Context: an optimization exercise on an open-source flow, tuned for small area and a short achievable clock period. The choices shown serve that exercise and are no tape-out recipe. In this exercise RTL edits were held to simulation tests only and were not proved equivalent to the original. No driver is modelled on the clock port, so clocking that relies on it looks cheaper here than on a real chip. No activity file was given, so power comes from the tool's default toggle rates.

**flow/standard.sh**
```bash
#!/bin/bash
# synth_recipe.tcl (not shown) runs the flow's synth.tcl, then flattens the netlist and writes it again
# the make line also repeats each setting of config.mk as NAME=value (left out here)
make -C /OpenROAD-flow-scripts/flow DESIGN_CONFIG=/design/flow/config.mk WORK_HOME=/design/flow/orfs CLKGATE_MAP_FILE= SYNTH_SCRIPT=/design/flow/synth_recipe.tcl "${@:-finish}"
```
**flow/design.v**
```verilog
package l1wb_pkg;
    typedef enum logic {IDLE, PRESENT} drain_state_t;
    function automatic int clog2_min1(input int n);
        clog2_min1 = (n > 1) ? $clog2(n) : 1;
    endfunction
endpackage
module l1wb_fwd_sel
#(
    parameter int DATA_W = 32,
    parameter int WORDS  = 4,
    parameter int DEPTH  = 8
) (
    input  logic [DEPTH-1:0]                         head_i,    
    input  logic [DEPTH-1:0]                         nmatch_i,  
    input  logic [WORDS-1:0]                         word_i,    
    input  logic [DEPTH-1:0][WORDS*DATA_W-1:0]       data_i,
    input  logic [DEPTH-1:0][WORDS*(DATA_W/8)-1:0]   be_i,
    output logic [DATA_W-1:0]                        data_o,
    output logic [DATA_W/8-1:0]                      be_o
);
    localparam int BE_W = DATA_W / 8;
    for (genvar b = 0; b < BE_W; b++) begin : g_byte
        logic [DEPTH*WORDS-1:0] e, e_head, sel;
        logic                   nh;
        for (genvar i = 0; i < DEPTH; i++) begin : g_ent
            for (genvar w = 0; w < WORDS; w++) begin : g_word
                assign e[i*WORDS + w]      = ~nmatch_i[i] & word_i[w] & be_i[i][w*BE_W + b];
                assign e_head[i*WORDS + w] = head_i[i];
            end
        end
        assign nh       = |(e & ~e_head);
        assign be_o[b]  = |e;
        assign sel      = e & ~(e_head & {DEPTH*WORDS{nh}});
        always_comb begin
            data_o[b*8 +: 8] = '0;
            for (int i = 0; i < DEPTH; i++)
                for (int w = 0; w < WORDS; w++)
                    data_o[b*8 +: 8] = data_o[b*8 +: 8] |
                        ({8{sel[i*WORDS + w]}} & data_i[i][w*DATA_W + b*8 +: 8]);
        end
    end
endmodule
module l1wb_g_xor2 (input logic a, b, output logic y); assign y = a ^ b; endmodule
module l1wb_g_nor2 (input logic a, b, output logic y); assign y = ~(a | b); endmodule
module l1wb_g_nor3 (input logic a, b, c, output logic y); assign y = ~(a | b | c); endmodule
module l1wb_g_nand2 (input logic a, b, output logic y); assign y = ~(a & b); endmodule
module l1wb_g_nand4 (input logic a, b, c, d, output logic y); assign y = ~(a & b & c & d); endmodule
module l1wb_g_inv (input logic a, output logic y); assign y = ~a; endmodule
module l1wb_tag_parts (
    input  logic [27:0] a_i,
    input  logic [27:0] b_i,
    output logic [2:0]  part_o
);
    logic [27:0] x;
    logic [13:0] m2;
    logic [6:0]  m4n;
    for (genvar j = 0; j < 28; j++) begin : g_x
        l1wb_g_xor2 u_x (.a(a_i[j]), .b(b_i[j]), .y(x[j]));
    end
    for (genvar k = 0; k < 14; k++) begin : g_m2
        l1wb_g_nor2 u_m2 (.a(x[2*k]), .b(x[2*k+1]), .y(m2[k]));
    end
    for (genvar l = 0; l < 7; l++) begin : g_m4
        l1wb_g_nand2 u_m4 (.a(m2[2*l]), .b(m2[2*l+1]), .y(m4n[l]));
    end
    l1wb_g_nor3 u_pa (.a(m4n[0]), .b(m4n[1]), .c(m4n[2]), .y(part_o[0]));
    l1wb_g_nor2 u_pb (.a(m4n[3]), .b(m4n[4]), .y(part_o[1]));
    l1wb_g_nor2 u_pc (.a(m4n[5]), .b(m4n[6]), .y(part_o[2]));
endmodule
module l1wb_tag_match (
    input  logic [27:0]      tag_i,
    input  logic [7:0][27:0] tags_i,
    input  logic [7:0]       qual_i,
    output logic [7:0][2:0]  part_o,
    output logic [7:0]       nmatch_o
);
    for (genvar i = 0; i < 8; i++) begin : g_ent
        l1wb_tag_parts u_cmp (.a_i(tag_i), .b_i(tags_i[i]), .part_o(part_o[i]));
        l1wb_g_nand4 u_hit (.a(part_o[i][0]), .b(part_o[i][1]), .c(part_o[i][2]), .d(qual_i[i]),
                            .y(nmatch_o[i]));
    end
endmodule
module l1wb_st_ready (
    input  logic             free_i,
    input  logic [7:0]       cand_i,
    input  logic [27:0]      tag_i,
    input  logic [7:0][27:0] tags_i,
    output logic [7:0][2:0]  part_o,
    output logic             ready_o
);
    logic [7:0] nhit;
    logic       h0, h1, nready;
    l1wb_tag_match u_match (.tag_i(tag_i), .tags_i(tags_i), .qual_i(cand_i), .part_o(part_o),
                            .nmatch_o(nhit));
    l1wb_g_nand4 u_h0 (.a(nhit[0]), .b(nhit[1]), .c(nhit[2]), .d(nhit[3]), .y(h0));
    l1wb_g_nand4 u_h1 (.a(nhit[4]), .b(nhit[5]), .c(nhit[6]), .d(nhit[7]), .y(h1));
    l1wb_g_nor3  u_or (.a(h0), .b(h1), .c(free_i), .y(nready));
    l1wb_g_inv   u_rd (.a(nready), .y(ready_o));
endmodule
module l1_merge_write_buffer
#(
    parameter  int DATA_W    = 32,
    parameter  int ADDR_W    = 32,
    parameter  int DEPTH     = 8,
    parameter  int WORDS     = 4,
    parameter  int DRAIN_THR = DEPTH / 2,
    parameter  int AGE_MAX   = 64,
    localparam int BE_W      = DATA_W / 8,
    localparam int OFF_W     = $clog2(WORDS * BE_W),
    localparam int TAG_W     = ADDR_W - OFF_W,
    localparam int CNT_W     = $clog2(DEPTH) + 1
) (
    input  logic                    clk_l1,
    input  logic                    rst_n,
    input  logic                    st_valid_i,
    output logic                    st_ready_o,
    input  logic [ADDR_W-1:0]       st_addr_i,
    input  logic [DATA_W-1:0]       st_data_i,
    input  logic [BE_W-1:0]         st_be_i,
    input  logic [ADDR_W-1:0]       ld_addr_i,
    output logic [DATA_W-1:0]       ld_fwd_data_o,
    output logic [BE_W-1:0]         ld_fwd_be_o,
    output logic                    ld_fwd_full_o,
    output logic                    dr_valid_o,
    input  logic                    dr_ready_i,
    output logic [TAG_W-1:0]        dr_tag_o,
    output logic [WORDS*DATA_W-1:0] dr_data_o,
    output logic [WORDS*BE_W-1:0]   dr_be_o,
    input  logic                    flush_i,
    output logic                    flush_done_o,
    output logic                    full_o,
    output logic                    empty_o,
    output logic [CNT_W-1:0]        count_o
);
    localparam int WSEL_W = l1wb_pkg::clog2_min1(WORDS);
    localparam int BSEL_W = $clog2(BE_W);
    localparam int AGE_W  = l1wb_pkg::clog2_min1(AGE_MAX + 1);
    logic [DEPTH-1:0]                   vld_q;
    logic [DEPTH-1:0][TAG_W-1:0]        tag_q;
    logic [DEPTH-1:0][WORDS*DATA_W-1:0] data_q;
    logic [DEPTH-1:0][WORDS*BE_W-1:0]   be_q;
    logic [DEPTH-1:0]  w_oh_q, r_oh_q;
    logic [CNT_W-1:0]  count_q;
    logic [AGE_W-1:0]  age_q;
    logic              flush_pend_q;
    l1wb_pkg::drain_state_t state_q;
    logic [DATA_W-1:0] ld_fwd_data_q, fwd_data;
    logic [BE_W-1:0]   ld_fwd_be_q, fwd_be;
    logic [TAG_W-1:0]  st_tag, ld_tag;
    logic [WORDS-1:0]  st_wd, ld_wd;
    logic [DEPTH-1:0]  dsel_q, lock, st_match, wr_free, wr_merge;
    logic              presenting, full, empty, merge_hit, st_acc, alloc, pop, drain_go;
    logic              rdy_free_q;
    logic [DEPTH-1:0]  rdy_cand_q;
    logic [DEPTH-1:0][2:0] st_part;
    logic [DEPTH-1:0]  vld_d, r_oh_d;
    logic [CNT_W-1:0]  count_d;
    logic              flush_pend_d, presenting_d, full_d;
    assign st_tag = st_addr_i[ADDR_W-1:OFF_W];
    assign ld_tag = ld_addr_i[ADDR_W-1:OFF_W];
    assign st_wd  = WORDS'(1) << st_addr_i[OFF_W-1:BSEL_W];
    assign ld_wd  = WORDS'(1) << ld_addr_i[OFF_W-1:BSEL_W];
    assign presenting = (state_q == l1wb_pkg::PRESENT);
    assign full       = (count_q == CNT_W'(DEPTH));
    assign empty      = (count_q == '0);
    assign lock = dsel_q;
    always_comb
        for (int i = 0; i < DEPTH; i++)
            st_match[i] = vld_q[i] && !lock[i] && (&st_part[i]);
    assign merge_hit = |st_match;
    logic [DEPTH-1:0]      ld_nmatch;
    logic [DEPTH-1:0][2:0] ld_part_unused;
    l1wb_tag_match u_ld_match (
        .tag_i    (ld_tag),
        .tags_i   (tag_q),
        .qual_i   (vld_q),
        .part_o   (ld_part_unused),
        .nmatch_o (ld_nmatch)
    );
    l1wb_fwd_sel #(.DATA_W(DATA_W), .WORDS(WORDS), .DEPTH(DEPTH)) u_fwd (
        .head_i  (r_oh_q),
        .nmatch_i (ld_nmatch),
        .word_i  (ld_wd),
        .data_i  (data_q),
        .be_i    (be_q),
        .data_o  (fwd_data),
        .be_o    (fwd_be)
    );
    assign full_o       = full;
    assign empty_o      = empty;
    assign count_o      = count_q;
    l1wb_st_ready u_ready (
        .free_i  (rdy_free_q),
        .cand_i  (rdy_cand_q),
        .tag_i   (st_tag),
        .tags_i  (tag_q),
        .part_o  (st_part),
        .ready_o (st_ready_o)
    );
    assign st_acc       = st_valid_i && !flush_pend_q && (!full || merge_hit);
    assign alloc        = st_acc && !merge_hit;
    assign pop          = presenting && dr_ready_i;
    assign flush_done_o = flush_pend_q && empty;
    assign drain_go     = !empty && (count_q >= CNT_W'(DRAIN_THR) || flush_pend_q ||
                          (AGE_MAX != 0 && age_q == AGE_W'(AGE_MAX)));
    assign wr_free  = full ? '0 : w_oh_q;
    assign wr_merge = (st_valid_i && !flush_pend_q) ? st_match : '0;
    assign ld_fwd_data_o = ld_fwd_data_q;
    assign ld_fwd_be_o   = ld_fwd_be_q;
    assign vld_d = (vld_q & ~(pop ? r_oh_q : '0)) | (alloc ? w_oh_q : '0);
    assign r_oh_d = pop ? {r_oh_q[DEPTH-2:0], r_oh_q[DEPTH-1]} : r_oh_q;
    always_comb
        case ({alloc, pop})
            2'b10:   count_d = count_q + 1'b1;
            2'b01:   count_d = count_q - 1'b1;
            default: count_d = count_q;
        endcase
    assign full_d = full ? !pop : (count_q == CNT_W'(DEPTH - 1) && alloc && !pop);
    assign flush_pend_d = flush_i || (flush_pend_q && !empty);
    assign presenting_d = presenting ? !dr_ready_i : drain_go;
    always_ff @(posedge clk_l1 or negedge rst_n) begin
        if (!rst_n) begin
            vld_q         <= '0;
            w_oh_q        <= DEPTH'(1);
            r_oh_q        <= DEPTH'(1);
            count_q       <= '0;
            age_q         <= '0;
            flush_pend_q  <= 1'b0;
            state_q       <= l1wb_pkg::IDLE;
            rdy_free_q    <= 1'b1;
            rdy_cand_q    <= '0;
            dsel_q        <= '0;
            ld_fwd_data_q <= '0;
            ld_fwd_be_q   <= '0;
            ld_fwd_full_o <= 1'b0;
        end else begin
            vld_q <= vld_d;
            if (alloc) w_oh_q <= {w_oh_q[DEPTH-2:0], w_oh_q[DEPTH-1]};
            r_oh_q  <= r_oh_d;
            count_q <= count_d;
            if (pop)
                age_q <= '0;
            else if (!presenting && !empty && age_q != AGE_W'(AGE_MAX))
                age_q <= age_q + 1'b1;
            flush_pend_q <= flush_pend_d;
            state_q      <= presenting_d ? l1wb_pkg::PRESENT : l1wb_pkg::IDLE;
            dsel_q       <= presenting_d ? r_oh_d : '0;
            rdy_free_q   <= !flush_pend_d && !full_d;
            rdy_cand_q   <= (!flush_pend_d && full_d) ? ~(presenting_d ? r_oh_d : '0) : '0;
            ld_fwd_data_q <= fwd_data;
            ld_fwd_be_q   <= fwd_be;
            ld_fwd_full_o <= &fwd_be;
        end
    end
    always_ff @(posedge clk_l1) begin
        for (int i = 0; i < DEPTH; i++) begin
            if (wr_free[i]) tag_q[i] <= st_tag;
            for (int w = 0; w < WORDS; w++)
                for (int b = 0; b < BE_W; b++) begin
                    if (wr_free[i]) begin
                        data_q[i][w*DATA_W + b*8 +: 8] <= st_data_i[b*8 +: 8];
                        be_q[i][w*BE_W + b]            <= st_wd[w] && st_be_i[b];
                    end else if (wr_merge[i] && st_wd[w] && st_be_i[b]) begin
                        data_q[i][w*DATA_W + b*8 +: 8] <= st_data_i[b*8 +: 8];
                        be_q[i][w*BE_W + b]            <= 1'b1;
                    end
                end
        end
    end
    always_comb begin
        dr_valid_o = presenting;
        dr_tag_o   = '0;
        dr_data_o  = '0;
        dr_be_o    = '0;
        for (int i = 0; i < DEPTH; i++) begin
            dr_tag_o  = dr_tag_o  | (dsel_q[i] ? tag_q[i]  : '0);
            dr_data_o = dr_data_o | (dsel_q[i] ? data_q[i] : '0);
            dr_be_o   = dr_be_o   | (dsel_q[i] ? be_q[i]   : '0);
        end
    end
endmodule
```
**flow/constraint.sdc**
```tcl
create_clock -name core_clock -period 10.0 [get_ports {clk_l1}]
set_input_delay 2.0000 -clock core_clock [delete_from_list [all_inputs] [get_ports {clk_l1}]]
set_output_delay 2.0000 -clock core_clock [all_outputs]
set_load 0.01 [all_outputs]
```
**flow/flow/run.sh**
```bash
#!/bin/bash
# The standard layout with two changes: the port buffers are buf_2 cells instead of the
# default pick, and clock tree synthesis inserts no dummy loads.
set -euo pipefail
cd "$(dirname "$0")/.."
export BUFFER_PORTS_ARGS="-buffer_cell sky130_fd_sc_hd__buf_2"
export CTS_ARGS="-sink_clustering_enable -repair_clock_nets -sink_clustering_size 20 -sink_clustering_max_diameter 80 -buf_list sky130_fd_sc_hd__clkbuf_16 -dont_use_dummy_load"
bash standard.sh finish > orfs_flow.log 2>&1
```
**flow/config.mk**
```make
export PLATFORM = sky130hd
export DESIGN_NAME = l1_merge_write_buffer
export DESIGN_NICKNAME = l1_merge_write_buffer
export VERILOG_FILES = /design/flow/design.v
export SDC_FILE = /design/flow/constraint.sdc
export NUM_CORES = 4
export LEC_CHECK = 0
export CAP_MARGIN = 20
export CORE_MARGIN = 2
export CORE_UTILIZATION = 50
export PLACE_DENSITY = 0.75
export SETUP_SLACK_MARGIN = 4.3
export SLEW_MARGIN = 20
export SYNTH_HIERARCHICAL = 1
```
==> results.toml, run 1 <==
[logic_synthesis]
yosysTopAreaCellShare_pct = 60.76
syn_nets = 5238
synthTopCellsByArea = "edfxtp_1 61%, a22oi_1 11%, xor2_1 5.9%"
synth_warnings = 8
synth_cells = 5127
synth_edf_count = 1376
ys_types = 69
async_reset_ff_share_pct = 6.203
synth_most_common_cell = "edfxtp_1"
yosysTopAreaCell = "edfxtp_1"
ys_ff_latch = 1467
yosysSeqAreaShare_pct = 64.11
synth_ff_type = "edfxtp_1"
synth_area_um2 = 68000
synth_commonest_cells = "1376 x edfxtp_1, 1032 x a22oi_1, 455 x xor2_1, 327 x nor2_1, 324 x nand2_1"
syn-mean-instance-area_um2 = 13.26

[pwr]
cellPowerDensity_nw_per_um2 = 146.8
p_sw_uw = 2315
comb_power_share_pct = 4.0
p_leak_uw = 0.02548
p_seq_share_pct = 62.8
power_frac_clock_pct = 33.2
p_int_uw = 8413
swShare_pct = 21.58
ir_drop_mv = 0.2025

[critical_path]
path_cells = "buf_2 > xor2_1 > nor2_1 > nand2_1 > nor3_2 > nand4_1 > nor2_2 > o21ai_0 > o2111ai_4 > o21ai_4 > and3_1 > a22oi_1 > nand3_1 > or4_1"
crit_fanout = 10
critical_path_buf_inv_count = 1
r2r_start = "tag_q[202]"
slowest_stage = "or4_1"
path_delay_family = "simple AND/OR/NAND/NOR gates"
end_kind = "flop"
slowest_delay_ns = 0.59
startpoint_type = "input pin"
critPathKind = "input pin to flop"
cp.arrival_ns = 6.37
cp.required_ns = 10.56
worstSetupStartpoint = "ld_addr_i[4]"

[die]
dieArea_um2 = 139000
num_rows = 135
pin_count = 323
dieHeight_um = 372.8
die_w_um = 372.8
core_area_um2 = 135300
start_util_pct = 50.26

[final_layout]
area_delta_synth_final_pct = 7.481
drive_gt1_share_pct = 10.84
nets = 5325
fillers = 11076
final_core_util_pct = 54.02

[detailed_routing]
wl_met3_um = 40710
drc = 0
routed-wl-met2_um = 112300
wl_met1_um = 91940
vias_per_cell = 7.433
ant_nets = 0
wl_per_cell_um = 37.27
num_vias = 52201
drt_iter0_drc = 11109
first_pass_iters = 8
top_layer = "met5"
routed_wl_um = 261800

[placement]
io_buffer_count = 318
hpwl_um = 172600
pre_cts_ws_ns = 3.368
globalplace.congestion = 1.037

[timing]
finalSetupTns_ns = 0
rsz0062_at_grt = "true"
clock_skew_ns = 0.1164
setup_viol = 0
timing.fmax_ghz = 0.1720
min_period_ns = 5.814
fin_crit_sh_pct = 58.14
worst_pin_slew_ns = 1.394
relSlewSlack_pct = 6.908
maxSlewViolCount = 0
setup_slack_ns = 4.187
hold_viol_final = 0
hold_slack_ns = 0.5170

[global_routing]
grt_pass1_vias = 48461
grt_overflow = 0
grt_pass1_wl_um = 361600
track_usage_pct = 36.37
grt_max_degree = 77
antenna_found_initial = 34

[clocking]
clockBufferDepth = 3
htreeDepth = 3
cts_buffers = 89
numClockSinks = 1467
cts_root_buf = "clkbuf_16"
path_clk_slew_ns = 0.08
worstSkewPairLatency_ns = 0.77
cts_tree = "done"
ctsHoldBuffers = 0

[outcome]
outcome = "complete, no violations"

[min_path]
hold_start = "w_oh_q[2]"
hold_path_class = "flop to flop"

[flow_run]
maxCapViolations = 0
-- modules after synthesis (local to each module, per instance), excerpt --
module	flops+latches	cells
l1wb_g_xor2	0	1
l1wb_g_nand2	0	1
l1wb_g_nand4	0	1
l1wb_g_nor2	0	1
l1_merge_write_buffer	1467	2996
l1wb_g_inv	0	1
l1wb_g_nor3	0	1
-- worst reg2reg max path, stage by stage (launching register included) --
cell and delay (ns):
edfxtp_1 0.47, xor2_1 0.19, nor2_1 0.11, nand2_1 0.08, nor3_2 0.34, nand4_1 0.55
nor2_2 0.54, o21ai_0 0.27, o2111ai_4 0.26, o21ai_4 0.23, and3_1 0.57, a22oi_1 0.34
nand3_1 0.13, or4_1 0.59
-- cell families after synthesis --
family	Yosys count	synth area share, %
AO/OA/AOI/OAI	1621	18.61
flip-flops	1467	64.11
AND/OR/NAND/NOR	1192	8.769
XOR/XNOR	457	5.886
buffers and inverters	381	2.434
adder cells (fa/ha/maj)	6	0.1214
multiplexers	3	0.06256
-- layout make-up --
| type | instances | area, µm² | area share [%] |
|---|---|---|---|
| sequential | 1467 | 43630 | 59.69 |
| timing repair buffer | 365 | 2001 | 2.737 |
| multi-input combinational | 3279 | 22880 | 31.31 |
| inverter | 12 | 45.04 | 0.06163 |
| tap | 1781 | 2228 | 3.049 |
| clock buffer | 89 | 2227 | 3.047 |
| antenna | 30 | 75.07 | 0.1027 |
-- cell usage in the layout (no fill, tap or decap), types with 110 or more instances in the layout --
master,count
a21o_1,129
a22o_1,218
a22oi_1,1032
and2_1,110
buf_2,305
edfxtp_1,1376
nand2_1,324
nand4_1,229
nor2_1,319
xor2_1,455
-- worst paths after layout --
path                                     endpoint  slack, ns  depth (start not counted)
max in group asynchronous               dsel_q[4]       7.28                          2
worst max-delay path            ld_fwd_data_q[11]       4.19                         14
worst max register to register  ld_fwd_data_q[11]       5.17                         13
min in group asynchronous       ld_fwd_data_q[30]       1.35                          1
worst min register to register          w_oh_q[2]       0.52                          1
worst min-delay path                    w_oh_q[2]       0.52                          1
-- registers in the layout, indices dropped and copies added (netlist names), 4 cells and up --
register / flops
w_oh_q: 8
r_oh_q: 8
count_q: 4
data_q: 1024
age_q: 7
rdy_cand_q: 8
ld_fwd_data_q: 32
vld_q: 8
tag_q: 224
ld_fwd_be_q: 4
be_q: 128
dsel_q: 8
-- stage by stage --
step,area [µm²],instances,power (µW)
finish,73090,7023,10730
global placement,70580,6890,7289
floorplan,68000,5127,7080
detailed placement,70580,6890,7300
CTS,72870,6980,10700
global route,73050,7008,10930
-- routing by layer --
metal / vias to the layer above / global-route usage [%]
met5: - / 1.328
met4: 36 / 18.30
met3: 990 / 12.66
met2: 5184 / 53.38
met1: 25545 / 47.85
li1: 20446 / -
-- timing repair --
| item | CTS | global route |
|---|---|---|
| pin swaps | 1 | 7 |
| buffers inserted | 1 | 13 |
| gates resized for setup | 13 | 12 |
| endpoints found under the setup margin | 90 | 32 |
| gates cloned | 0 | 0 |
-- power groups by stage --
stage | clock (µW) | combinational [µW] | sequential, µW
finish | 3560 | 432 | 6740
CTS | 3540 | 424 | 6740
global route | 3720 | 468 | 6740
floorplan | 0 | 201 | 6880
global placement | 0 | 411 | 6880
detailed placement | 0 | 422 | 6880
==> run 2: changes to the inputs <==
==> flow/flow/run.sh (replaced) <==
#!/bin/bash
# The standard layout with three changes: the port buffers are buf_2 cells instead of the
# default pick, clock tree synthesis inserts no dummy loads, and after clock tree synthesis
# one more setup repair runs that may change cell footprints (flow/post_cts.tcl).
set -euo pipefail
cd "$(dirname "$0")/.."
export BUFFER_PORTS_ARGS="-buffer_cell sky130_fd_sc_hd__buf_2"
export CTS_ARGS="-sink_clustering_enable -repair_clock_nets -sink_clustering_size 20 -sink_clustering_max_diameter 80 -buf_list sky130_fd_sc_hd__clkbuf_16 -dont_use_dummy_load"
export POST_CTS_TCL="$(pwd)/flow/post_cts.tcl"
bash standard.sh finish > orfs_flow.log 2>&1
==> flow/flow/post_cts.tcl (new file) <==
# Extra setup repair after clock tree synthesis, free to change cell footprints.
log_cmd repair_timing -setup -setup_margin 4.6 -repair_tns 100 -verbose
log_cmd detailed_placement
check_placement -verbose
==> results.toml, run 2 <==
[timing]
timing.fmax_ghz = 0.1770
relSlewSlack_pct = 12.69
clock_skew_ns = 0.1220
worst_pin_slew_ns = 1.305
maxSlewViolCount = 0
rsz0062_at_grt = "false"
fin_crit_sh_pct = 56.48
finalSetupTns_ns = 0
setup_viol = 0
hold_viol_final = 0
min_period_ns = 5.648

[critical_path]
ff2ff_path_depth = 13
crit_fanout = 10
startpoint_type = "input pin"
end_kind = "flop"
cp.required_ns = 10.56
critPathKind = "input pin to flop"
cp.arrival_ns = 6.21

[detailed_routing]
vias_per_cell = 7.417
routed_wl_um = 262100
first_pass_iters = 8
drt_iter0_drc = 11733
num_vias = 52132
wl_per_cell_um = 37.29
drc = 0
ant_nets = 0

[pwr]
p_sw_uw = 2317
cellPowerDensity_nw_per_um2 = 146.4
power_frac_clock_pct = 33.1
comb_power_share_pct = 4.1
ir_drop_mv = 0.2036
p_seq_share_pct = 62.8
p_int_uw = 8417
swShare_pct = 21.58
p_leak_uw = 0.02562

[die]
pin_count = 323
num_rows = 135
dieArea_um2 = 139000
dieHeight_um = 372.8
die_w_um = 372.8
core_area_um2 = 135300
start_util_pct = 50.26

[global_routing]
antenna_found_initial = 38
grt_overflow = 0
grt_pass1_vias = 48605
track_usage_pct = 36.44
grt_max_degree = 77
grt_pass1_wl_um = 362500

[logic_synthesis]
yosysTopAreaCellShare_pct = 60.76
synth_area_um2 = 68000
syn_nets = 5238
yosysSeqAreaShare_pct = 64.11
synth_ff_type = "edfxtp_1"
synth_commonest_cells = "1376 x edfxtp_1, 1032 x a22oi_1, 455 x xor2_1, 327 x nor2_1, 324 x nand2_1"
synth_cells = 5127
synth_edf_count = 1376
syn-mean-instance-area_um2 = 13.26
ys_types = 69
synth_warnings = 8
synth_most_common_cell = "edfxtp_1"
async_reset_ff_share_pct = 6.203
yosysTopAreaCell = "edfxtp_1"
ys_ff_latch = 1467
synthTopCellsByArea = "edfxtp_1 61%, a22oi_1 11%, xor2_1 5.9%"

[flow_run]
maxCapViolations = 0

[final_layout]
nets = 5333
final_common_cell = "edfxtp_1"
reg_top3 = "data_q: 1024 flops, tag_q: 224 flops, be_q: 128 flops"
final_cells = 7029
drive_gt1_share_pct = 11.07
final_core_util_pct = 54.18
area_delta_synth_final_pct = 7.786
top_register = "data_q"
final_cell_mix = "1376 x edfxtp_1, 1032 x a22oi_1, 455 x xor2_1"
largest_reg_flops = 1024

[clocking]
cts_tree = "done"
path_clk_slew_ns = 0.08
worstSkewPairLatency_ns = 0.78
numClockSinks = 1467

[placement]
dp_cells = 6890
hpwl_um = 172600
io_buffer_count = 318
globalplace.congestion = 1.037

[min_path]
min_path_cells = 1
hold_path_class = "flop to flop"

[outcome]
outcome = "complete, no violations"
[run 2: cell counts after synthesis]
No cell type changed its count.
[run 2: power groups by stage]
stage | combinational [µW] | clock, µW | sequential [µW]
after floorplan | 201 | 0 | 6880
after global placement | 411 | 0 | 6880
after detailed placement | 422 | 0 | 6880
after global routing | 474 | 3720 | 6740
final | 438 | 3560 | 6740
[run 2: routing by layer]
layer	wire [µm]	share of wire, %	GRT usage, %	vias up
li1	-	-	-	20465
met1	91330	35	47.84	25393
met2	112300	43	53.72	5238
met3	41380	16	12.74	998
met4	16640	6.4	18.07	38
met5	432	0.16	1.048	-
[run 2: worst max-delay path, cell delays in order]
cell and delay (ns):
buf_2 0.18, xor2_1 0.17, nor2_1 0.13, nand2_1 0.11, nor3_2 0.30, nand4_1 0.55
nor2_4 0.44, o21ai_0 0.23, o2111ai_4 0.24, o21ai_4 0.22, and3_1 0.56, a22oi_1 0.33
nand3_1 0.12, or4_1 0.59
[run 2: logic make-up after synthesis]
logic type | after synthesis | synth area share, %
DFF | 1467 | 64.11
buffers and inverters | 381 | 2.434
xor gates and xnor gates | 457 | 5.886
AOI/OAI and AO/OA | 1621 | 18.61
adders and majority gates | 6 | 0.1214
muxes | 3 | 0.06256
and+or+nand+nor | 1192 | 8.769
[run 2: Yosys stat by module, one instance, submodules excluded, excerpt]
module	flip-flops and latches	cells
l1wb_g_nor3	0	1
l1_merge_write_buffer	1467	2996
l1wb_g_inv	0	1
l1wb_g_nand4	0	1
l1wb_g_xor2	0	1
l1wb_g_nand2	0	1
[run 2: path summary, 6_finish.rpt]
path,from,end,slack (ns)
max,ld_addr_i[7],ld_fwd_data_q[11],4.35
min,w_oh_q[2],w_oh_q[2],0.52
max reg2reg,tag_q[217],ld_fwd_data_q[11],5.34
min reg2reg,w_oh_q[2],w_oh_q[2],0.52
max in group asynchronous,rst_n,dsel_q[1],7.30
min in group asynchronous,rst_n,ld_fwd_data_q[30],1.34
[run 2: per-stage QoR]
stage          setup WS, ns  hold slack, ns  power [µW]  area, µm²
6_report              4.352          0.5179       10730      73300
5_1_grt               4.417          0.5343       10930      73260
3_5_place_dp          3.368          0.4938        7300      70580
3_3_place_gp          3.385          0.4905        7289      70580
2_1_floorplan         5.170          0.4649        7080      68000
[run 2: cell type report]
class                      count  area, µm²
antenna                       28      70.07
tap                         1781       2228
clock buffer                  89       2227
timing repair buffer         373       2171
fill                       11050      62000
sequential                  1467      43630
multi-input combinational   3279      22930
inverter                      12      45.04
==> run 3: changes to the inputs <==
--- a/flow/flow/run.sh
+++ b/flow/flow/run.sh
@@ -3,3 +3,3 @@
 # default pick, clock tree synthesis inserts no dummy loads, and after clock tree synthesis
-# one more setup repair runs that may change cell footprints (flow/post_cts.tcl).
+# more setup repair runs that may change cell footprints (flow/post_cts.tcl).
 set -euo pipefail
==> flow/flow/post_cts.tcl (replaced) <==
# Extra setup repair after clock tree synthesis, free to change cell footprints. The load
# address inputs and drain outputs are first repaired against tighter I/O delays, then the
# constraint's own delays are restored and the whole design is repaired again.
set_input_delay 2.4 -clock core_clock [get_ports {ld_addr_i[*]}]
set_output_delay 2.3 -clock core_clock [get_ports {dr_data_o[*] dr_be_o[*] dr_tag_o[*]}]
log_cmd repair_timing -setup -setup_margin 4.6 -repair_tns 100 -verbose
set_input_delay 2.0 -clock core_clock [get_ports {ld_addr_i[*]}]
set_output_delay 2.0 -clock core_clock [get_ports {dr_data_o[*] dr_be_o[*] dr_tag_o[*]}]
log_cmd repair_timing -setup -setup_margin 4.6 -repair_tns 100 -verbose
log_cmd detailed_placement
check_placement -verbose
==> results.toml, run 3 <==
[outcome]
outcome = "complete, no violations"

[logic_synthesis]
synth_edf_count = 1376
ys_ff_latch = 1467
synthTopCellsByArea = "edfxtp_1 61%, a22oi_1 11%, xor2_1 5.9%"
synth_ff_type = "edfxtp_1"
synth_most_common_cell = "edfxtp_1"
ys_types = 69
synth_warnings = 8
yosysTopAreaCellShare_pct = 60.76
yosysSeqAreaShare_pct = 64.11
synth_commonest_cells = "1376 x edfxtp_1, 1032 x a22oi_1, 455 x xor2_1, 327 x nor2_1, 324 x nand2_1"
syn-mean-instance-area_um2 = 13.26
async_reset_ff_share_pct = 6.203
synth_cells = 5127
synth_area_um2 = 68000
yosysTopAreaCell = "edfxtp_1"
syn_nets = 5238

[placement]
dpl_cell_area_um2 = 70580
io_buffer_count = 318
globalplace.congestion = 1.037
hpwl_um = 172600

[critical_path]
slowest_delay_ns = 0.98
r2r_start = "tag_q[63]"
ff2ff_path_depth = 13
crit_top_cell = "buf_4"
crit_fanout = 8
end_kind = "flop"
cp.arrival_ns = 6.19
critical_path_buf_inv_count = 3
startpoint_type = "input pin"
cp.required_ns = 10.66
path_cells = "buf_2 > xor2_1 > nor2_1 > nand2_1 > nor3_2 > nand4_1 > buf_4 > buf_4 > nor2b_1 > and2_1 > a22o_1 > a221oi_1 > o22ai_1 > or4_1"
timing.rr.end = "ld_fwd_data_q[12]"
path_delay_family = "simple AND/OR/NAND/NOR gates"
critPathKind = "input pin to flop"
reg2reg_slack_ns = 5.45
slowest_stage = "and2_1"

[global_routing]
grt_pass1_vias = 48651
grt_max_degree = 77
track_usage_pct = 36.65
antenna_found_initial = 31
grt_overflow = 0
grt_pass1_wl_um = 364100

[clocking]
numClockSinks = 1467
worstSkewPairLatency_ns = 0.78
path_clk_slew_ns = 0.08
cts_tree = "done"

[timing]
min_period_ns = 5.537
finalSetupTns_ns = 0
hold_viol_final = 0
fin_crit_sh_pct = 55.37
relSlewSlack_pct = 4.699
hold_slack_ns = 0.5163
setup_viol = 0
maxSlewViolCount = 0
timing.fmax_ghz = 0.1806
worst_pin_slew_ns = 1.424
clock_skew_ns = 0.1210
rsz0062_at_grt = "false"

[die]
die_w_um = 372.8
start_util_pct = 50.26
pin_count = 323
dieHeight_um = 372.8
core_area_um2 = 135300
num_rows = 135
dieArea_um2 = 139000

[final_layout]
reg_top3 = "data_q: 1024 flops, tag_q: 224 flops, be_q: 128 flops"
final_core_util_pct = 54.35
drive_gt1_share_pct = 11.68
top_register = "data_q"
final_area_um2 = 73530
largest_reg_flops = 1024
area_delta_synth_final_pct = 8.132
final_cell_mix = "1376 x edfxtp_1, 1032 x a22oi_1, 455 x xor2_1"
fillers = 11021
nets = 5344
final_common_cell = "edfxtp_1"

[min_path]
hold_start = "w_oh_q[2]"
hold_end = "w_oh_q[2]"
min_path_cells = 1
hold_path_class = "flop to flop"

[pwr]
p_int_uw = 8420
p_leak_uw = 0.02568
ir_drop_mv = 0.2017
p_sw_uw = 2313
p_seq_share_pct = 62.8
cellPowerDensity_nw_per_um2 = 146.0
swShare_pct = 21.55
power_frac_clock_pct = 33.1
comb_power_share_pct = 4.1

[detailed_routing]
drt_iter0_drc = 10968
num_vias = 52510
first_pass_iters = 10
routed_wl_um = 263700
vias_per_cell = 7.468
ant_nets = 0
wl_per_cell_um = 37.50
drc = 0

[flow_run]
maxCapViolations = 0
run 3: how the worst max path moves through the flow:
stage	depth (start not counted)	end	start	slack (ns)
floorplan	8	st_ready_o	st_addr_i[9]	5.17
global placement	14	ld_fwd_data_q[12]	ld_addr_i[11]	3.39
detailed placement	14	ld_fwd_data_q[5]	ld_addr_i[11]	3.37
global route	10	st_ready_o	st_addr_i[27]	4.44
finish	14	ld_fwd_data_q[12]	ld_addr_i[10]	4.46
run 3: power by group through the flow:
stage / Sequential (µW) / Combinational (µW) / Clock, µW
3_3_place_gp: 6880 / 411 / 0
5_1_grt: 6740 / 479 / 3720
6_report: 6740 / 445 / 3550
3_5_place_dp: 6880 / 422 / 0
2_1_floorplan: 6880 / 201 / 0
run 3: cell type report:
| type | count | area, µm² | area share (%) |
|---|---|---|---|
| timing repair buffer | 382 | 2345 | 3.189 |
| clock buffer | 89 | 2227 | 3.029 |
| inverter | 12 | 45.04 | 0.06125 |
| tap | 1781 | 2228 | 3.030 |
| sequential | 1467 | 43630 | 59.33 |
| antenna | 19 | 47.55 | 0.06466 |
| multi-input combinational | 3281 | 23010 | 31.29 |
run 3: cells by family after synthesis:
group | count (synthesis) | synth area share [%]
buffers and inverters | 381 | 2.434
xor gates and xnor gates | 457 | 5.886
and+or+nand+nor | 1192 | 8.769
muxes | 3 | 0.06256
adders and majority gates | 6 | 0.1214
AOI/OAI and AO/OA | 1621 | 18.61
DFF | 1467 | 64.11
run 3: stage by stage:
| step | total power (µW) | std cells | worst slack, ns |
|---|---|---|---|
| floorplan | 7080 | 5127 | 5.170 |
| global placement | 7289 | 6890 | 3.385 |
| detailed placement | 7300 | 6890 | 3.368 |
| global route | 10940 | 7017 | 4.440 |
| finish | 10730 | 7031 | 4.463 |
run 3: metal layers:
metal / vias up / GRT usage [%] / part of all wire (%)
met5: - / 0.9434 / 0.18
met4: 38 / 17.54 / 6.5
met3: 1076 / 13.77 / 16
met2: 5138 / 53.89 / 43
met1: 25765 / 47.86 / 35
li1: 20493 / - / -
run 3: Yosys stat by module (local to each module, per instance), excerpt:
module | copies in the design | cells inside
l1wb_g_xor2 | 448 | 1
l1wb_g_nand2 | 112 | 1
l1wb_g_nor2 | 256 | 1
l1wb_g_inv | 1 | 1
l1_merge_write_buffer | 1 | 2996
l1wb_g_nand4 | 18 | 1
l1wb_g_nor3 | 17 | 1
==> run 4: changes to the inputs <==
==> flow/flow/run.sh (replaced) <==
#!/bin/bash
# The standard layout with three changes: the port buffers are buf_1 cells instead of the
# default pick, clock tree synthesis inserts no dummy loads, and after clock tree synthesis
# more setup repair runs that may change cell footprints (flow/post_cts.tcl).
set -euo pipefail
cd "$(dirname "$0")/.."
export BUFFER_PORTS_ARGS="-buffer_cell sky130_fd_sc_hd__buf_1"
export CTS_ARGS="-sink_clustering_enable -repair_clock_nets -sink_clustering_size 20 -sink_clustering_max_diameter 80 -buf_list sky130_fd_sc_hd__clkbuf_16 -dont_use_dummy_load"
export POST_CTS_TCL="$(pwd)/flow/post_cts.tcl"
bash standard.sh finish > orfs_flow.log 2>&1
==> results.toml, run 4 <==
[outcome]
outcome = "complete, no violations"

[final_layout]
final_common_cell = "edfxtp_1"
largest_reg_flops = 1024
final_area_um2 = 73430
nets = 5362
final_core_util_pct = 54.27
fillers = 10986
drive_gt1_share_pct = 7.601
final_cell_mix = "1376 x edfxtp_1, 1032 x a22oi_1, 455 x xor2_1"
multi_input_area_um2 = 23040
ff_latch_area_um2 = 43630
area_delta_synth_final_pct = 7.981
reg_top3 = "data_q: 1024 flops, tag_q: 224 flops, be_q: 128 flops"
top_register = "data_q"

[die]
dieHeight_um = 372.8
core_area_um2 = 135300
num_rows = 135
dieArea_um2 = 139000
die_w_um = 372.8
pin_count = 323
start_util_pct = 50.26

[global_routing]
track_usage_pct = 36.80
grt_pass1_wl_um = 363900
antenna_found_initial = 28
grt_max_degree = 81
grt_pass1_vias = 48719
grt_overflow = 0

[logic_synthesis]
ys_ff_latch = 1467
synth_edf_count = 1376
yosysTopAreaCellShare_pct = 60.76
synth_warnings = 8
async_reset_ff_share_pct = 6.203
syn_nets = 5238
synth_cells = 5127
yosysSeqAreaShare_pct = 64.11
syn-mean-instance-area_um2 = 13.26
synth_commonest_cells = "1376 x edfxtp_1, 1032 x a22oi_1, 455 x xor2_1, 327 x nor2_1, 324 x nand2_1"
synth_most_common_cell = "edfxtp_1"
ys_types = 69
synth_area_um2 = 68000
synthTopCellsByArea = "edfxtp_1 61%, a22oi_1 11%, xor2_1 5.9%"
synth_ff_type = "edfxtp_1"
yosysTopAreaCell = "edfxtp_1"

[critical_path]
crit_fanout = 16
reg2reg_slack_ns = 5.57
cp.required_ns = 8.00
end_kind = "output pin"
startpoint_type = "input pin"
cp.arrival_ns = 3.55
critPathKind = "input pin to output pin"

[placement]
hpwl_um = 172800
globalplace.congestion = 1.009
io_buffer_count = 318
dpl_cell_area_um2 = 70360

[timing]
fin_crit_sh_pct = 55.55
maxSlewViolCount = 0
finalSetupTns_ns = 0
relSlewSlack_pct = 10.19
min_period_ns = 5.555
worst_pin_slew_ns = 1.344
hold_viol_final = 0
setup_viol = 0
timing.fmax_ghz = 0.1800
clock_skew_ns = 0.09986
rsz0062_at_grt = "false"

[clocking]
cts_tree = "done"
worstSkewPairLatency_ns = 0.75
path_clk_slew_ns = 0.06
numClockSinks = 1467

[detailed_routing]
num_vias = 52237
drc = 0
vias_per_cell = 7.410
ant_nets = 0
first_pass_iters = 8
drt_iter0_drc = 11408
routed_wl_um = 265000
wl_per_cell_um = 37.59

[pwr]
ir_drop_mv = 0.1804
cellPowerDensity_nw_per_um2 = 145.8
p_leak_uw = 0.02475

[min_path]
hold_path_class = "flop to flop"

[flow_run]
maxCapViolations = 0
-- run 4: cell counts after synthesis --
Identical to the previous run, type by type.
-- run 4: area by class of cell --
cell class | instances | share of cell area (%)
diodes | 20 | 0.06816
clock buffers | 88 | 2.999
inverters | 12 | 0.06134
multi-input cells | 3279 | 31.38
flip-flops and latches | 1467 | 59.42
well taps | 1781 | 3.035
repair buffers | 403 | 3.040
-- run 4: per-module statistics from Yosys (local to each module, per instance), excerpt --
module,flops+latches,cell area [µm²],cells
l1wb_g_nand4,0,6.256,1
l1wb_g_xor2,0,8.758,1
l1wb_g_nor3,0,10.01,1
l1_merge_write_buffer,1467,53330,2996
l1wb_g_nor2,0,3.754,1
l1wb_g_inv,0,3.754,1
l1wb_g_nand2,0,3.754,1
-- run 4: per-stage QoR --
step / total power [µW] / setup slack (ns) / instances / hold slack, ns
floorplan: 7080 / 5.170 / 5127 / 0.4649
global placement: 7291 / 3.045 / 6909 / 0.4898
detailed placement: 7304 / 3.049 / 6911 / 0.4965
global route: 10910 / 4.458 / 7036 / 0.5362
finish: 10710 / 4.445 / 7050 / 0.5143
-- run 4: power by group --
group	leakage (µW)	internal, µW	switching, µW
sequential	0.0140	6710	28.0
clock	0.00108	1560	1960
combinational	0.00971	131	321
-- run 4: logic make-up after synthesis --
family | share of synthesized area [%]
compound gates | 18.61
flops | 64.11
simple gates | 8.769
xor+xnor | 5.886
buf+inv | 2.434
fa+ha+maj | 0.1214
mux | 0.06256
-- run 4: worst paths after layout --
check                         startpoint                end  cells past startpoint
min in group asynchronous          rst_n     ld_fwd_be_q[1]                      1
max                        st_addr_i[12]         st_ready_o                     10
min                            w_oh_q[6]          w_oh_q[6]                      1
max in group asynchronous          rst_n          dsel_q[3]                      2
min reg2reg                    w_oh_q[6]          w_oh_q[6]                      1
max reg2reg                    tag_q[63]  ld_fwd_data_q[12]                     13
-- run 4: routing by layer --
| metal | global-route usage [%] | up-vias | wire length, µm | part of all wire [%] |
|---|---|---|---|---|
| met3 | 14.05 | 1037 | 43630 | 16 |
| met2 | 53.29 | 5224 | 111800 | 42 |
| li1 | - | 20531 | - | - |
| met1 | 48.00 | 25415 | 91420 | 34 |
| met4 | 19.04 | 30 | 17560 | 6.6 |
| met5 | 1.537 | - | 586 | 0.22 |
-- run 4: critical path, cell delays in order --
cell     delay, ns
buf_8         0.13
xor2_1        0.14
nor2_1        0.18
nand2_2       0.13
nor3_4        0.34
nand4_1       0.18
nand4_1       0.16
nor3_2        0.05
inv_1         0.09
buf_2         0.14
==> run 5: changes to the inputs <==
==> flow/flow/run.sh (replaced) <==
#!/bin/bash
# The standard layout with three changes: the port buffers are buf_2 cells instead of the
# default pick, clock tree synthesis inserts no dummy loads, and after clock tree synthesis
# more setup repair runs that may change cell footprints (flow/post_cts.tcl).
set -euo pipefail
cd "$(dirname "$0")/.."
export BUFFER_PORTS_ARGS="-buffer_cell sky130_fd_sc_hd__buf_2"
export CTS_ARGS="-sink_clustering_enable -repair_clock_nets -sink_clustering_size 28 -sink_clustering_max_diameter 80 -buf_list sky130_fd_sc_hd__clkbuf_16 -dont_use_dummy_load"
export POST_CTS_TCL="$(pwd)/flow/post_cts.tcl"
bash standard.sh finish > orfs_flow.log 2>&1
==> results.toml, run 5 <==
[die]
core_area_um2 = 135300
num_rows = 135
die_w_um = 372.8
pin_count = 323
start_util_pct = 50.26
dieHeight_um = 372.8
dieArea_um2 = 139000

[final_layout]
final_cells = 7038
final_core_util_pct = 54.15
nets = 5334
area_delta_synth_final_pct = 7.731
fillers = 11048
reg_top3 = "data_q: 1024 flops, tag_q: 224 flops, be_q: 128 flops"
drive_gt1_share_pct = 11.53
final_common_cell = "edfxtp_1"
final_cell_mix = "1376 x edfxtp_1, 1032 x a22oi_1, 455 x xor2_1"
top_register = "data_q"
largest_reg_flops = 1024

[logic_synthesis]
yosysSeqAreaShare_pct = 64.11
async_reset_ff_share_pct = 6.203
yosysTopAreaCell = "edfxtp_1"
synth_commonest_cells = "1376 x edfxtp_1, 1032 x a22oi_1, 455 x xor2_1, 327 x nor2_1, 324 x nand2_1"
synth_most_common_cell = "edfxtp_1"
synth_ff_type = "edfxtp_1"
ys_ff_latch = 1467
synth_cells = 5127
syn_nets = 5238
syn-mean-instance-area_um2 = 13.26
synth_edf_count = 1376
synthTopCellsByArea = "edfxtp_1 61%, a22oi_1 11%, xor2_1 5.9%"
synth_area_um2 = 68000
synth_warnings = 8
ys_types = 69
yosysTopAreaCellShare_pct = 60.76

[clocking]
path_clk_slew_ns = 0.05
numClockSinks = 1467
worstSkewPairLatency_ns = 0.77
cts_tree = "done"

[placement]
hpwl_um = 172600
globalplace.congestion = 1.037
io_buffer_count = 318
dp_cells = 6890
pre_cts_ws_ns = 3.368

[critical_path]
startpoint_type = "input pin"
r2r_start = "tag_q[62]"
cp.arrival_ns = 3.55
end_kind = "output pin"
cp.required_ns = 8.00
critPathKind = "input pin to output pin"
crit_fanout = 16
worstSetupStartpoint = "st_addr_i[24]"

[timing]
hold_viol_final = 0
relSlewSlack_pct = 6.389
setup_viol = 0
timing.fmax_ghz = 0.1801
maxSlewViolCount = 0
min_period_ns = 5.551
fin_crit_sh_pct = 55.51
worst_pin_slew_ns = 1.399
setup_slack_ns = 4.449
rsz0062_at_grt = "false"
finalSetupTns_ns = 0
clock_skew_ns = 0.1212

[detailed_routing]
drc = 0
wl_per_cell_um = 37.38
routed_wl_um = 263100
ant_nets = 0
first_pass_iters = 8
drt_iter0_drc = 11137
vias_per_cell = 7.465
num_vias = 52536

[global_routing]
antenna_found_initial = 37
grt_pass1_vias = 48748
track_usage_pct = 36.47
grt_overflow = 0
grt_pass1_wl_um = 362400
grt_max_degree = 77

[pwr]
cellPowerDensity_nw_per_um2 = 142.8
ir_drop_mv = 0.1440
p_leak_uw = 0.02553
p_total_uw = 10460

[min_path]
hold_path_class = "flop to flop"
hold_start = "w_oh_q[1]"

[flow_run]
maxCapViolations = 0

[outcome]
outcome = "complete, no violations"
-- run 5: final timing paths --
check	to	slack [ns]	depth (start not counted)
setup / recovery	st_ready_o	4.45	10
hold reg to reg	w_oh_q[1]	0.52	1
hold / removal	w_oh_q[1]	0.52	1
max in group asynchronous	dsel_q[6]	7.21	2
min in group asynchronous	ld_fwd_be_q[1]	1.34	1
setup reg to reg	ld_fwd_data_q[12]	5.44	13
-- run 5: routing by layer --
layer | GRT usage (%) | routed length [µm] | up-vias
met5 | 0.9434 | 309 | -
met1 | 47.41 | 91410 | 25734
met3 | 13.74 | 42180 | 1017
met4 | 18.78 | 16810 | 28
li1 | - | - | 20481
met2 | 53.21 | 112400 | 5276
-- run 5: kinds of logic after synthesis --
group	synth area share, %
buffers and inverters	2.434
flip-flops	64.11
multiplexers	0.06256
adder cells (fa/ha/maj)	0.1214
AO/OA/AOI/OAI	18.61
XOR/XNOR	5.886
AND/OR/NAND/NOR	8.769
-- run 5: per-stage QoR --
step | area, µm² | hold WS, ns
finish | 73260 | 0.5163
global route | 73190 | 0.5349
floorplan | 68000 | 0.4649
detailed placement | 70580 | 0.4938
global placement | 70580 | 0.4905
-- run 5: per-module statistics from Yosys, one instance, submodules excluded, excerpt --
module                 cell area [µm²]  cells inside  copies in the design
l1_merge_write_buffer            53330          2996                     1
l1wb_g_nor2                      3.754             1                   256
l1wb_g_inv                       3.754             1                     1
l1wb_g_nand4                     6.256             1                    18
l1wb_g_xor2                      8.758             1                   448
l1wb_g_nand2                     3.754             1                   112
l1wb_g_nor3                      10.01             1                    17
-- run 5: layout make-up --
| type | instances | area, µm² | share of cell area [%] |
|---|---|---|---|
| tap | 1781 | 2228 | 3.042 |
| antenna | 36 | 90.09 | 0.1230 |
| inverter | 12 | 45.04 | 0.06148 |
| sequential | 1467 | 43630 | 59.55 |
| clock buffer | 76 | 1902 | 2.596 |
| multi-input combinational | 3281 | 22990 | 31.38 |
| timing repair buffer | 385 | 2375 | 3.242 |
-- run 5: report_power, final --
group / total (µW) / internal [µW] / switching [µW]
clock: 3280 / 1360 / 1920
sequential: 6740 / 6710 / 27.0
combinational: 444 / 130 / 314
total: 10500 / 8200 / 2260
-- run 5: worst max-delay path: stages --
cell and delay (ns):
clkbuf_4 0.22, xor2_1 0.17, nor2_1 0.25, nand2_1 0.17
nor2_4 0.15, nand4_1 0.14, nand4_1 0.16, nor3_2 0.05
inv_1 0.08, buf_2 0.14
==> run 6: changes to the inputs <==
==> flow/flow/run.sh (replaced) <==
#!/bin/bash
# The standard layout with three changes: the port buffers are buf_2 cells instead of the
# default pick, clock tree synthesis uses clkbuf_8 leaf buffers and no dummy loads, and after
# clock tree synthesis
# more setup repair runs that may change cell footprints (flow/post_cts.tcl).
set -euo pipefail
cd "$(dirname "$0")/.."
export BUFFER_PORTS_ARGS="-buffer_cell sky130_fd_sc_hd__buf_2"
export CTS_ARGS="-sink_clustering_enable -repair_clock_nets -sink_clustering_size 15 -sink_clustering_max_diameter 60 -buf_list sky130_fd_sc_hd__clkbuf_16 -sink_clustering_buffer sky130_fd_sc_hd__clkbuf_8 -dont_use_dummy_load"
export POST_CTS_TCL="$(pwd)/flow/post_cts.tcl"
bash standard.sh finish > orfs_flow.log 2>&1
==> results.toml, run 6 <==
[pwr]
power_frac_clock_pct = 31.6
cellPowerDensity_nw_per_um2 = 143.1
p_seq_share_pct = 64.2
p_total_uw = 10500
p_sw_uw = 2340
ir_drop_mv = 0.1424
swShare_pct = 22.29
p_leak_uw = 0.02563
comb_power_share_pct = 4.2
p_int_uw = 8159

[die]
core_area_um2 = 135300
pin_count = 323
num_rows = 135
die_w_um = 372.8
dieArea_um2 = 139000
start_util_pct = 50.26
dieHeight_um = 372.8

[logic_synthesis]
synth_commonest_cells = "1376 x edfxtp_1, 1032 x a22oi_1, 455 x xor2_1, 327 x nor2_1, 324 x nand2_1"
async_reset_ff_share_pct = 6.203
ys_ff_latch = 1467
synth_edf_count = 1376
synth_area_um2 = 68000
synthTopCellsByArea = "edfxtp_1 61%, a22oi_1 11%, xor2_1 5.9%"
synth_ff_type = "edfxtp_1"
syn_nets = 5238
synth_warnings = 8
yosysSeqAreaShare_pct = 64.11
yosysTopAreaCell = "edfxtp_1"
syn-mean-instance-area_um2 = 13.26
yosysTopAreaCellShare_pct = 60.76
synth_most_common_cell = "edfxtp_1"
ys_types = 69
synth_cells = 5127

[critical_path]
startpoint_type = "input pin"
r2r_start = "tag_q[63]"
cp.arrival_ns = 3.54
crit_fanout = 16
critPathKind = "input pin to output pin"
end_kind = "output pin"
cp.required_ns = 8.00
worstSetupStartpoint = "st_addr_i[9]"

[detailed_routing]
ant_nets = 0
drt_iter0_drc = 11455
vias_per_cell = 7.444
wl_per_cell_um = 37.38
drc = 0
first_pass_iters = 8
routed_wl_um = 264700
num_vias = 52715

[global_routing]
grt_pass1_wl_um = 364600
grt_max_degree = 77
antenna_found_initial = 36
grt_pass1_vias = 49193
track_usage_pct = 36.75
grt_overflow = 0

[final_layout]
final_area_um2 = 73360
final_common_cell = "edfxtp_1"
final_cell_mix = "1376 x edfxtp_1, 1032 x a22oi_1, 455 x xor2_1"
nets = 5391
final_cells = 7082
drive_gt1_share_pct = 12.41
reg_top3 = "data_q: 1024 flops, tag_q: 224 flops, be_q: 128 flops"
top_register = "data_q"
largest_reg_flops = 1024
area_delta_synth_final_pct = 7.873

[clocking]
path_clk_slew_ns = 0.09
numClockSinks = 1467
worstSkewPairLatency_ns = 0.80
cts_tree = "done"

[timing]
setup_viol = 0
clock_skew_ns = 0.09214
timing.fmax_ghz = 0.1807
min_period_ns = 5.536
hold_slack_ns = 0.5183
maxSlewViolCount = 0
hold_viol_final = 0
fin_crit_sh_pct = 55.36
worst_pin_slew_ns = 1.335
rsz0062_at_grt = "false"
relSlewSlack_pct = 10.67
finalSetupTns_ns = 0

[outcome]
outcome = "complete, no violations"

[flow_run]
maxCapViolations = 0

[min_path]
hold_path_class = "flop to flop"
hold_start = "w_oh_q[2]"

[placement]
globalplace.congestion = 1.037
io_buffer_count = 318
dpl_cell_area_um2 = 70580
dp_cells = 6890
hpwl_um = 172600
[run 6: cell counts after synthesis]
No cell type changed its count.
[run 6: path summary, 6_finish.rpt]
path                                          end  slack [ns]  cells past startpoint
max in group asynchronous               dsel_q[1]        7.28                      2
worst max register to register  ld_fwd_data_q[12]        5.45                     13
worst min register to register          w_oh_q[2]        0.52                      1
min in group asynchronous        ld_fwd_data_q[3]        1.29                      1
worst max-delay path                   st_ready_o        4.46                     10
worst min-delay path                    w_oh_q[2]        0.52                      1
[run 6: metrics by stage]
stage / utilization (%) / setup WS (ns)
6_report: 54.22 / 4.464
3_5_place_dp: 52.16 / 3.368
5_1_grt: 54.20 / 4.448
2_1_floorplan: - / 5.170
3_3_place_gp: 52.16 / 3.385
[run 6: power groups by stage]
stage / clock, µW / combinational [µW] / sequential (µW)
after global routing: 3480 / 477 / 6740
after floorplan: 0 / 201 / 6880
after detailed placement: 0 / 422 / 6880
after global placement: 0 / 411 / 6880
final: 3320 / 443 / 6740
[run 6: area by class of cell]
cell class	instances	area (µm²)
Tap cell	1781	2228
Clock buffer	130	1981
Sequential cell	1467	43630
Timing Repair Buffer	388	2427
Antenna cell	23	57.56
Multi-Input combinational cell	3281	22990
Fill cell	11045	61940
Inverter	12	45.04
[run 6: cells by family after synthesis]
logic type               after synthesis  synth area share, %
flip-flops                          1467                64.11
buffers and inverters                381                2.434
XOR/XNOR                             457                5.886
AO/OA/AOI/OAI                       1621                18.61
adder cells (fa/ha/maj)                6               0.1214
AND/OR/NAND/NOR                     1192                8.769
multiplexers                           3              0.06256
[run 6: layer usage]
metal	track usage (%)	vias up	part of all wire, %
li1	-	20555	-
met4	19.07	38	6.4
met3	13.84	1076	16
met2	53.54	5371	43
met5	1.852	-	0.19
met1	47.72	25675	35
[run 6: critical path, cell delays in order]
cell and delay [ns]:
buf_8 0.14, xor2_1 0.15, nor2_1 0.17, nand2_1 0.12
nor3_4 0.31, nand4_1 0.20, nand4_1 0.17, nor3_2 0.05
inv_1 0.08, buf_2 0.14
[run 6: per-module statistics from Yosys, one instance, submodules excluded, a selection]
module                 flops+latches  cell area, µm²
l1wb_g_inv                         0           3.754
l1wb_g_nand2                       0           3.754
l1_merge_write_buffer           1467           53330
l1wb_g_nand4                       0           6.256
l1wb_g_nor2                        0           3.754
l1wb_g_xor2                        0           8.758
l1wb_g_nor3                        0           10.01

==> afterwards: timing with drivers on the ports <==
No port has a modelled driver above. Below, the same layouts with a new extraction and two added sets of constraints. Step 1, drivers: a clkbuf_16 drives clk_l1 and a buf_2 each remaining input, both assumed. Step 2 moves the port delays by t, midway between the first and last clock arrival at a register: inputs arrive t later, outputs are due t later. That takes back most of the time a late clock gives input paths. a / b / c = ideal ports / drivers / drivers and shift; a / b = the first two.
| run | t (ns) | slack for setup (ns) | worst hold slack (ns) | worst data-port slew with drivers (ns) |
|---|---|---|---|---|
| run 1 | 0.793 | 4.186 / 4.180 / 3.387 | 0.517 / 0.517 / 0.517 | 0.21 |
| run 2 | 0.811 | 4.352 / 4.335 / 3.555 | 0.518 / 0.518 / 0.518 | 0.20 |
| run 3 | 0.810 | 4.463 / 4.418 / 3.663 | 0.516 / 0.516 / 0.516 | 0.22 |
| run 4 | 0.780 | 4.445 / 4.402 / 3.765 | 0.514 / 0.514 / 0.514 | 0.19 |
| run 5 | 0.793 | 4.449 / 4.406 / 3.674 | 0.516 / 0.516 / 0.516 | 0.21 |
| run 6 | 0.832 | 4.464 / 4.418 / 3.651 | 0.518 / 0.518 / 0.518 | 0.20 |
After both steps every run listed still meets setup and hold. For run 6, which loses most, drivers alone change the setup slack by -0.046 ns; drivers and shift together by -0.813 ns.
